What follows belongs to an exercise in optimizing a design on an open flow for small area; a production flow would make more cautious choices. Only simulation tests tie the RTL to the original design; equivalence was not proved. No activity file was given, so power comes from the tool's default toggle rates.

==> module dmem_responder, before the edit <==
module dmem_responder
#(
  parameter int DEPTH_WORDS = 64,
  parameter int LATENCY     = 2
) (
  input  logic        clk,
  input  logic        rst,
  input  logic        req_valid,
  output logic        req_ready,
  input  logic        req_write,
  input  logic [31:0] req_addr,
  input  logic [31:0] req_wdata,
  input  logic [3:0]  req_be,
  output logic        rsp_valid,
  input  logic        rsp_ready,
  output logic [31:0] rsp_rdata,
  output logic        rsp_err
);
  logic [1:0] st;
  logic       idle, idle_n, req_err, store;
  logic [5:0] t, s;
  assign idle      = (st == 2'b00);
  assign idle_n    = !idle;
  assign req_ready = idle;
  assign rsp_valid = (st == 2'b10);
  assign req_err   = dmem_pkg::is_err(req_addr, DEPTH_WORDS);
  assign store     = idle && req_valid && req_write && !req_err;
  always_ff @(posedge clk or negedge rst) begin
    if (!rst) st <= 2'b00;
    else case (st)
      2'b00:   st <= req_valid ? 2'b01 : 2'b00;
      2'b01:   st <= 2'b11;
      2'b11:   st <= 2'b10;
      default: st <= rsp_ready ? 2'b00 : 2'b10;
    endcase
  end
  logic done, keep_all;
  always_ff @(posedge clk or negedge rst) begin
    if (!rst) begin
      t    <= '0;
      done <= 1'b0;
    end else begin
      t    <= t + 6'd1;
      done <= done || t[2];
    end
  end
  assign keep_all = done || t[2];
  logic [5:0] cap_idx;
  logic [3:0] cap_be;
  logic       cap_ok;
  logic [11:0] cap_d, cap_q;
  assign cap_d = {req_addr[dmem_pkg::ADDR_LSB +: 6], req_be, !req_write && !req_err, req_err};
  assign {cap_idx, cap_be, cap_ok, rsp_err} = cap_q;
  for (genvar i = 0; i < 12; i++) begin : g_cap
    dmem_port_bit u_cap (.clk(clk), .en(idle), .keep(idle_n), .d(cap_d[i]), .prev(cap_q[i]), .q(cap_q[i]));
  end
  logic [5:0] base;
  for (genvar i = 0; i < 6; i++) begin : g_base
    dmem_ao22 u (.a0(idle), .b0(req_addr[dmem_pkg::ADDR_LSB + i]), .a1(idle_n), .b1(cap_idx[i]), .y(base[i]));
  end
  assign s = base + t;
  logic pend, want, land;
  assign want = idle ? store : pend;
  assign land = want && s[1:0] == 2'b00;
  always_ff @(posedge clk or negedge rst) begin
    if (!rst) pend <= 1'b0;
    else      pend <= want && !land;
  end
  logic [15:0] wr, wr_n;
  always_comb
    for (int k = 0; k < 16; k++) begin
      wr[k]   = land && s[5:2] == 4'(k);
      wr_n[k] = !wr[k];
    end
  logic [31:0] wdata, rd;
  logic [3:0]  wbe;
  for (genvar j = 0; j < 32; j++) begin : g_wdata
    dmem_ao22 u (.a0(idle), .b0(req_wdata[j]), .a1(idle_n), .b1(rd[j]), .y(wdata[j]));
  end
  for (genvar b = 0; b < 4; b++) begin : g_wbe
    dmem_ao22 u (.a0(idle), .b0(req_be[b]), .a1(idle_n), .b1(cap_be[b]), .y(wbe[b]));
  end
  logic        ok_now, rget, rcap, rd_ld, rd_keep;
  logic [21:0] at_port, rd_sel;
  logic [31:0] rdata;
  assign ok_now = idle ? (!req_write && !req_err) : cap_ok;
  assign rget   = (st != 2'b10) && ok_now;
  always_comb
    for (int r = 0; r < 22; r++) begin
      at_port[r] = s == 6'(3 * r);
      rd_sel[r]  = at_port[r] && rget && keep_all;
    end
  assign rcap = rget && (|at_port);
  dmem_word_array u_mem (
    .clk    (clk),
    .wr     (wr),
    .wr_n   (wr_n),
    .wbe    (wbe),
    .wbe_n  (~wbe),
    .keep_n (!keep_all),
    .wdata  (wdata),
    .rd_sel (rd_sel),
    .rdata  (rdata)
  );
  assign rd_ld   = idle && req_write;
  assign rd_keep = !rd_ld && !rcap;
  for (genvar j = 0; j < 32; j++) begin : g_rd
    dmem_rd_bit u_rd (.clk(clk), .a(rd_ld), .d0(req_wdata[j]), .d1(rdata[j]),
                      .keep(rd_keep), .q(rd[j]));
    dmem_and2 u_out (.a(rd[j]), .b(cap_ok), .y(rsp_rdata[j]));
  end
endmodule
==> module dmem_rd_bit, before the edit <==
module dmem_rd_bit (
  input  logic clk,
  input  logic a,
  input  logic d0,
  input  logic d1,
  input  logic keep,
  output logic q
);
  always_ff @(posedge clk) q <= (a & d0) | (keep & q) | d1;
endmodule
Settings: LEC_CHECK=0, CAP_MARGIN=0, CORE_MARGIN=2, CORE_UTILIZATION=50, CTS_CLUSTER_DIAMETER=100, CTS_CLUSTER_SIZE=32, SLEW_MARGIN=0, SYNTH_HIERARCHICAL=1; clock period 8.0 ns.
standard.sh (not shown) runs the stock make flow with config.mk's settings and CLKGATE_MAP_FILE= SYNTH_SCRIPT=/design/flow/synth_recipe.tcl, a recipe that flattens the netlist after the stock synthesis.
==> flow/flow/run.sh <==
#!/bin/bash
# The standard layout (standard.sh, unchanged), with one difference: the buffer that
# buffer_ports puts on every input and output port is the smallest buffer,
# sky130_fd_sc_hd__buf_1, instead of the one buffer_ports picks by default.
# make's full output goes to standard.log; ORFS keeps each step's log under orfs/logs.
set -euo pipefail
cd "$(dirname "$0")/.."
export BUFFER_PORTS_ARGS="-buffer_cell sky130_fd_sc_hd__buf_1"
bash standard.sh > standard.log 2>&1
Edit:
--- a/flow/design.v
+++ b/flow/design.v
@@ -114,10 +114,9 @@
   end
 endmodule
 module dmem_responder
 #(
-  parameter int DEPTH_WORDS = 64,
-  parameter int LATENCY     = 2
+  parameter int DEPTH_WORDS = 64
 ) (
   input  logic        clk,
   input  logic        rst,
   input  logic        req_valid,
@@ -194,19 +193,17 @@
   end
   for (genvar b = 0; b < 4; b++) begin : g_wbe
     dmem_ao22 u (.a0(idle), .b0(req_be[b]), .a1(idle_n), .b1(cap_be[b]), .y(wbe[b]));
   end
-  logic        ok_now, rget, rcap, rd_ld, rd_keep;
-  logic [21:0] at_port, rd_sel;
+  logic        ok_now, rcap, rvalid, rd_ld, rd_en, rd_keep;
+  assign rvalid = keep_all;
+  logic [21:0] rd_sel;
   logic [31:0] rdata;
+  always_comb
+    for (int r = 0; r < 22; r++)
+      rd_sel[r] = s == 6'(3 * r);
   assign ok_now = idle ? (!req_write && !req_err) : cap_ok;
-  assign rget   = (st != 2'b10) && ok_now;
-  always_comb
-    for (int r = 0; r < 22; r++) begin
-      at_port[r] = s == 6'(3 * r);
-      rd_sel[r]  = at_port[r] && rget && keep_all;
-    end
-  assign rcap = rget && (|at_port);
+  assign rcap   = (st != 2'b10) && ok_now && (|rd_sel);
   dmem_word_array u_mem (
     .clk    (clk),
     .wr     (wr),
     .wr_n   (wr_n),
@@ -217,21 +214,23 @@
     .rd_sel (rd_sel),
     .rdata  (rdata)
   );
   assign rd_ld   = idle && req_write;
+  assign rd_en   = rcap && rvalid;
   assign rd_keep = !rd_ld && !rcap;
   for (genvar j = 0; j < 32; j++) begin : g_rd
-    dmem_rd_bit u_rd (.clk(clk), .a(rd_ld), .d0(req_wdata[j]), .d1(rdata[j]),
+    dmem_rd_bit u_rd (.clk(clk), .a(rd_ld), .d0(req_wdata[j]), .b(rd_en), .d1(rdata[j]),
                       .keep(rd_keep), .q(rd[j]));
     dmem_and2 u_out (.a(rd[j]), .b(cap_ok), .y(rsp_rdata[j]));
   end
 endmodule
 module dmem_rd_bit (
   input  logic clk,
   input  logic a,
   input  logic d0,
+  input  logic b,
   input  logic d1,
   input  logic keep,
   output logic q
 );
-  always_ff @(posedge clk) q <= (a & d0) | (keep & q) | d1;
-endmodule
+  always_ff @(posedge clk) q <= (a & d0) | (b & d1) | (keep & q);
+endmodule
After rerunning: The new run finished clean; routed wire length rose by 4.8%; sequential power hardly moves; power is higher by 1.9%; register-to-register slack gets better by 0.39 ns; global-route usage goes up by 1.2 points; final cell count grows by about 0.56%; maximum frequency went up by about 7%; hold slack improves by 0.0037 ns.

static timing again, ports no longer ideal:
How much do the figures lean on ideal ports? The routed layouts below were timed once more, with nothing changed but the port constraints. Step 1 assumes that a clkbuf_16 drives the clock port and a buf_2 every other input. Step 2 moves the port delays by t, midway between the first and last clock arrival at a register: inputs arrive t later, outputs are due t later. That takes back most of the time a late clock gives input paths. a / b / c = no drivers / after step 1 / after step 2; a / b = the first two.
run | t (ns) | setup WS [ns] | worst setup path after step 2 | pins driven straight from the clock port
the first run | 0.738 | 2.018 / 2.018 / 1.973 | input to register | 1
the second run | 0.746 | 2.405 / 2.405 / 1.983 | input to register | 1
After both steps setup and hold are still met in every run listed. For the second run, which loses most, drivers alone change the setup slack by 0.000 ns; drivers and shift together by -0.422 ns.
